From an optimization exercise on the open Yosys and OpenROAD flow, aimed at small area, a short achievable clock period and few clock cycles; shortcuts taken in it are not production practice.
In this exercise RTL edits were held to simulation tests only and were not proved equivalent to the original.

==> flow/design.v (outline; a module is shown in full before it is edited, if it fits) <==
// module smac_benc16s: 31 lines
// module smac_benc20u: 40 lines
// module smac_benc21s: 40 lines
// module smac_benc15u: 31 lines
// module smac_benc24u: 46 lines
// module smac_mul_x: 548 lines
// module smac_mul_n: 1705 lines
// module smac_mul_q: 437 lines
// module smac_mul_r: 519 lines
// module smac_sq16: 310 lines
// module smac_energy: 836 lines
// module smac_recip: 48 lines
// module smac_pdiv: 56 lines
// module sliding_mode_attitude_control: 481 lines
module sliding_mode_attitude_control #(
   parameter int FRAC_BITS = smac_pkg::FRAC_BITS_DEF,
   parameter int WINDOW_US = smac_pkg::WINDOW_US_DEF
) (
   input  logic                                    clock,
   input  logic                                    reset,
   input  logic                                    req_valid,
   output logic                                    req_stall,
   input  logic signed [smac_pkg::IN_W-1:0]        req_roll_angle,
   input  logic signed [smac_pkg::IN_W-1:0]        req_pitch_angle,
   input  logic signed [smac_pkg::IN_W-1:0]        req_yaw_angle,
   input  logic signed [smac_pkg::IN_W-1:0]        req_roll_target,
   input  logic signed [smac_pkg::IN_W-1:0]        req_pitch_target,
   input  logic signed [smac_pkg::IN_W-1:0]        req_yaw_target,
   input  logic signed [smac_pkg::IN_W-1:0]        req_roll_rate,
   input  logic signed [smac_pkg::IN_W-1:0]        req_pitch_rate,
   input  logic signed [smac_pkg::IN_W-1:0]        req_yaw_rate,
   input  logic signed [smac_pkg::IN_W-1:0]        req_thrust_cmd,
   input  logic        [smac_pkg::DT_W-1:0]        req_elapsed_us,
   output logic                                    rsp_valid,
   input  logic                                    rsp_stall,
   output logic signed [smac_pkg::IN_W-1:0]        rsp_roll_drive,
   output logic signed [smac_pkg::IN_W-1:0]        rsp_pitch_drive,
   output logic signed [smac_pkg::IN_W-1:0]        rsp_yaw_drive,
   output logic signed [smac_pkg::IN_W-1:0]        rsp_throttle_drive,
   output logic                                    rsp_power_ready,
   output logic        [smac_pkg::POWER_W-1:0]     rsp_roll_power,
   output logic        [smac_pkg::POWER_W-1:0]     rsp_pitch_power,
   output logic        [smac_pkg::POWER_W-1:0]     rsp_yaw_power,
   output logic        [smac_pkg::POWER_W-1:0]     rsp_throttle_power,
   input  logic                                    psel,
   input  logic                                    penable,
   input  logic                                    pwrite,
   input  logic        [smac_pkg::CSR_AW-1:0]      paddr,
   input  logic        [smac_pkg::CSR_DW-1:0]      pwdata,
   output logic        [smac_pkg::CSR_DW-1:0]      prdata,
   output logic                                    pready
);
  // ...
==> flow/run.sh <==
#!/bin/bash
# synth_recipe.tcl (not shown) runs the flow's synth.tcl, then flattens the netlist and writes it again
# the make line also repeats each setting of config.mk as NAME=value (left out here)
make -C /OpenROAD-flow-scripts/flow DESIGN_CONFIG=/design/flow/config.mk WORK_HOME=/design/flow/orfs CLKGATE_MAP_FILE= SYNTH_SCRIPT=/design/flow/synth_recipe.tcl finish
==> flow/config.mk <==
export PLATFORM = sky130hd
export DESIGN_NAME = sliding_mode_attitude_control
export DESIGN_NICKNAME = sliding_mode_attitude_control
export VERILOG_FILES = /design/flow/design.v
export SDC_FILE = /design/flow/constraint.sdc
export NUM_CORES = 4
export LEC_CHECK = 0
export CAP_MARGIN = 70
export CORE_MARGIN = 8
export CORE_UTILIZATION = 40
export SLEW_MARGIN = 70
==> flow/constraint.sdc <==
create_clock -name core_clock -period 20.0 [get_ports {clock}]
set_input_delay 4.0000 -clock core_clock [delete_from_list [all_inputs] [get_ports {clock}]]
set_output_delay 4.0000 -clock core_clock [all_outputs]
set_load 0.01 [all_outputs]
==> impl_metrics.yaml, run 1 <==
timing:
  hold_viol_final: 0
  fin_skew_ns: 0.182
  timing.setup.tns_ns: 0
  max_freq_mhz: 119
  timing.final.crit_period_ns: 8.44
worst_setup_path:
  r2r_slack_ns: 11.56
  arrival_ns: 9.21
  worstSetupStartpoint: "dt9_neg[3]"
  r2r_cells: 29
  r2r-start: "dt9_neg[3]"
  crit_top_cell: "fa_1"
min_path:
  hold_class: "reg2reg"
die:
  initial_utilization_pct: 40.1
  fp.dieH_um: 936
  core-area_um2: 845000
final_layout:
  top_register: "e_ff"
  bufAreaShareNonClock_pct: 5.58
synthesis:
  yosys.cell_count.top_type: "inv_1"
  synth-simple-area-share_pct: 7.78
  ys.flop_type: "edfxtp_1"
drt:
  wl_per_cell_um: 25.3
  ant_nets: 0
global_routing:
  grt_pass1_wl_um: 1800000
cts:
  cts.repair.resized: 0
  clock-root-buffer: "clkbuf_16"
  post_cts_buffers: 0
  clkTransAtPathRegs_ns: 0.06
status:
  status: "no timing/DRC/antenna violations"
placement:
  numPortBuffers: 427
Testbench counts, summed over its fixed seeds: cycles 2,632.
==> inputs of run 2 (changes only) <==
--- a/flow/config.mk
+++ b/flow/config.mk
@@ -7,5 +7,5 @@
 export LEC_CHECK = 0
 export CAP_MARGIN = 70
 export CORE_MARGIN = 8
-export CORE_UTILIZATION = 40
+export CORE_UTILIZATION = 50
 export SLEW_MARGIN = 70
==> run 2 against run 1 <==
Critical endpoint unchanged. Final cell count decreased by 4.7%. Core utilization increased by 11 points. Still clean on timing, DRC and antenna. Die area decreased by 20%. Via count about the same. Highest routed layer unchanged.
==> impl_metrics.yaml, run 2 <==
die:
  num_rows: 302
  dieArea_um2: 703000
  fp.dieH_um: 839
  die_w_um: 839
  core-area_um2: 675000
  initial_utilization_pct: 50.1
  ioPinCount: 447
synthesis:
  yosys-top-cells-count: "inv_1, fa_1, a22oi_1"
  synthArstFlopShare_pct: 0
  seq_area_frac_synth_pct: 22.1
  yosys.area.top_type_share_pct: 22.6
  synthTopCellsByArea: "fa_1, edfxtp_1, xnor2_1"
  syn-cell-area_um2: 338000
  syn-instance-count: 36037
  yosysTopAreaCell: "fa_1"
  ys.flop_type: "edfxtp_1"
  ys_ff_latch: 2740
  synth.distinct_cells: 123
  synth_warnings: 3
  synth.avg_cell_area_um2: 9.39
  yosys.cell_count.top_type: "inv_1"
  synth_edf_count: 2005
timing:
  fin_skew_ns: 0.0922
  timing.setup.tns_ns: 0
  timing.final.crit_period_ns: 8.92
  hold_viol_final: 0
  slew_headroom_pct: 62.8
  period_share_pct: 44.6
  worst_slack_ns: 11.08
  setup_violations: 0
  rsz0062_at_grt: "false"
  max_freq_mhz: 112
  drv_slew: 0
  worstMarginPinSlew_ns: 0.556
status:
  status: "no timing/DRC/antenna violations"
cts:
  clock-root-buffer: "clkbuf_16"
  cts_buffers: 333
  htreeDepth: 5
  clock_path_buffers: 4
  post_cts_buffers: 0
  clkTransAtPathRegs_ns: 0.06
  clock-sinks: 2740
  clk_latency_ns: 1.07
  cts_tree: "yes"
  cts.repair.resized: 0
  postCtsHoldBufs: 0
worst_setup_path:
  r2r-start: "dt9_neg[6]"
  worstSetupPathType: "reg2reg"
  r2r_end: "g_pd[2].u_pdiv.r_ff[15]"
  cpMaxStageDelayCell: "edfxtp_1"
  startpoint_type: "flip-flop"
  r2r_slack_ns: 11.08
  r2r_cells: 31
  crit_required_ns: 20.79
  worstSetupStartpoint: "dt9_neg[6]"
  crit_top_cell: "inv_1"
  cp-endpoint: "g_pd[2].u_pdiv.r_ff[15]"
  endpoint_kind: "flip-flop"
  arrival_ns: 9.71
  critPathMaxStageDelay_ns: 0.57
  path_max_fanout: 31
drt:
  post-route-drc-count: 0
  vias_per_cell: 6.01
  drt_pass1_iterations: 10
  first_iter_violations: 28571
  ant_nets: 0
  wl_per_cell_um: 26.8
  vias: 273177
  totalWireLength_um: 1220000
run:
  max-cap-violations: 0
global_routing:
  grt_max_degree: 84
  track_usage_pct: 33.8
  grt_pass1_wl_um: 1810000
  antenna_found_initial: 109
  overflow: 0
  grt_pass1_vias: 278386
final_layout:
  register_area_um2: 75300
  drive_above_1_share_pct: 10.2
  area_growth_pct: 11.9
  nets: 42116
  multi_input_area_um2: 236000
  num-fill-cells: 59744
  largestRegisters: "e_ff: 224 flops, n2s: 156 flops, g_pd.u_pdiv.x_ff: 152 flops"
  final_common_cell: "inv_1"
  top_register: "e_ff"
  largest_reg_flops: 224
  final_cell_mix: "inv_1, fa_1, a22oi_1"
placement:
  numPortBuffers: 427
  dpl.hpwl_um: 915000
  pre_cts_ws_ns: 11.25
  globalplace.congestion: 0.977
min_path:
  hold_class: "reg2reg"
run 2: changes by cell type in the layout (fill, tap and decap cells not counted), sizes merged:
cell           change
clkinvlp          -11
clkdlybuf4s25      -1
clkdlybuf4s18      -1
clkinv            -17
buf                -8
clkbuf            +15
diode             +27
bufinv            +21
clkdlybuf4s50      +8
clkdlybuf4s15      +2
inv                -4
run 2: worst min-delay path by stage:
stage | start | endpoint | slack, ns | cells past startpoint
floorplan | gain_ff[23] | gc_neg[11] | 0.33 | 0
global placement | u_recip.q_ff[19] | rc_neg[9] | 0.36 | 0
detailed placement | u_recip.q_ff[19] | rc_neg[9] | 0.36 | 0
CTS | neg4[1] | neg5[1] | 0.35 | 0
global route | ovf4[1] | ovf5[1] | 0.36 | 0
finish | ml3[1] | ml4[1] | 0.37 | 0
run 2: cells by family after synthesis:
logic type / after synthesis / synth area share [%]
XOR/XNOR: 5055 / 13.1
AND/OR/NAND/NOR: 5536 / 7.78
multiplexers: 506 / 1.73
AO/OA/AOI/OAI: 7746 / 15.7
other: 2 / 0.00222
flip-flops: 2740 / 22.1
buffers and inverters: 8641 / 9.61
adder cells (fa/ha/maj): 5811 / 30.0
run 2: layout make-up:
class | count | share of cell area, %
diodes | 100 | 0.0661
clock buffers | 411 | 2.36
clock inverters | 211 | 0.781
inverters | 5997 | 5.97
multi-input cells | 24663 | 62.4
flip-flops and latches | 2740 | 19.9
well taps | 8968 | 2.96
repair buffers | 2350 | 5.56
run 2: metal layers:
metal / track usage [%] / wire, um / vias up
li1: - / - / 119389
met1: 42.1 / 463000 / 135662
met2: 52.3 / 534000 / 14351
met3: 7.97 / 119000 / 3743
met4: 22.8 / 101000 / 32
met5: 0.0341 / 229 / -
run 2: per-stage QoR:
stage	area, um2	cells	utilization (%)	hold WS, ns
CTS	376000	45289	55.7	0.352
global placement	350000	43586	51.9	0.363
detailed placement	364000	44667	54.0	0.364
global route	379000	45393	56.1	0.360
finish	379000	45440	56.1	0.374
floorplan	338000	36044	-	0.329
run 2: critical path, delay by kind of cell (launching register included):
kind	cells	cell delay, ns
flops	1	0.57
simple gates	1	0.11
xor+xnor	2	0.44
fa+ha+maj	5	2.07
buf+inv	9	2.05
mux	1	0.11
compound gates	13	3.14

[separate check: timing with driven ports]
In the flow no input, the clock included, has a driving cell. The finished layouts below were timed again as built, in two steps.
Step 1, drivers: a clkbuf_16 drives clock and a buf_2 each remaining input, both assumed.
Step 2 adds t to the input delays and takes it off the output delays; t is the mean of the earliest and latest rising clock arrival at the registers after step 1. Input paths then give back, and output paths get back, about the clock's delay inside the block.
Slacks: ideal ports / drivers / drivers and shift; pairs: ideal ports / drivers.
| run | t (ns) | setup WS [ns] | worst setup path at the end | slew at the worst register clock pin (ns) |
|---|---|---|---|---|
| run 1 | 1.221 | 11.563 / 11.563 / 11.563 | register to register | 0.08 / 0.08 |
| run 2 | 1.179 | 11.081 / 11.081 / 11.081 | register to register | 0.09 / 0.09 |
After both steps every run listed still meets setup and hold.
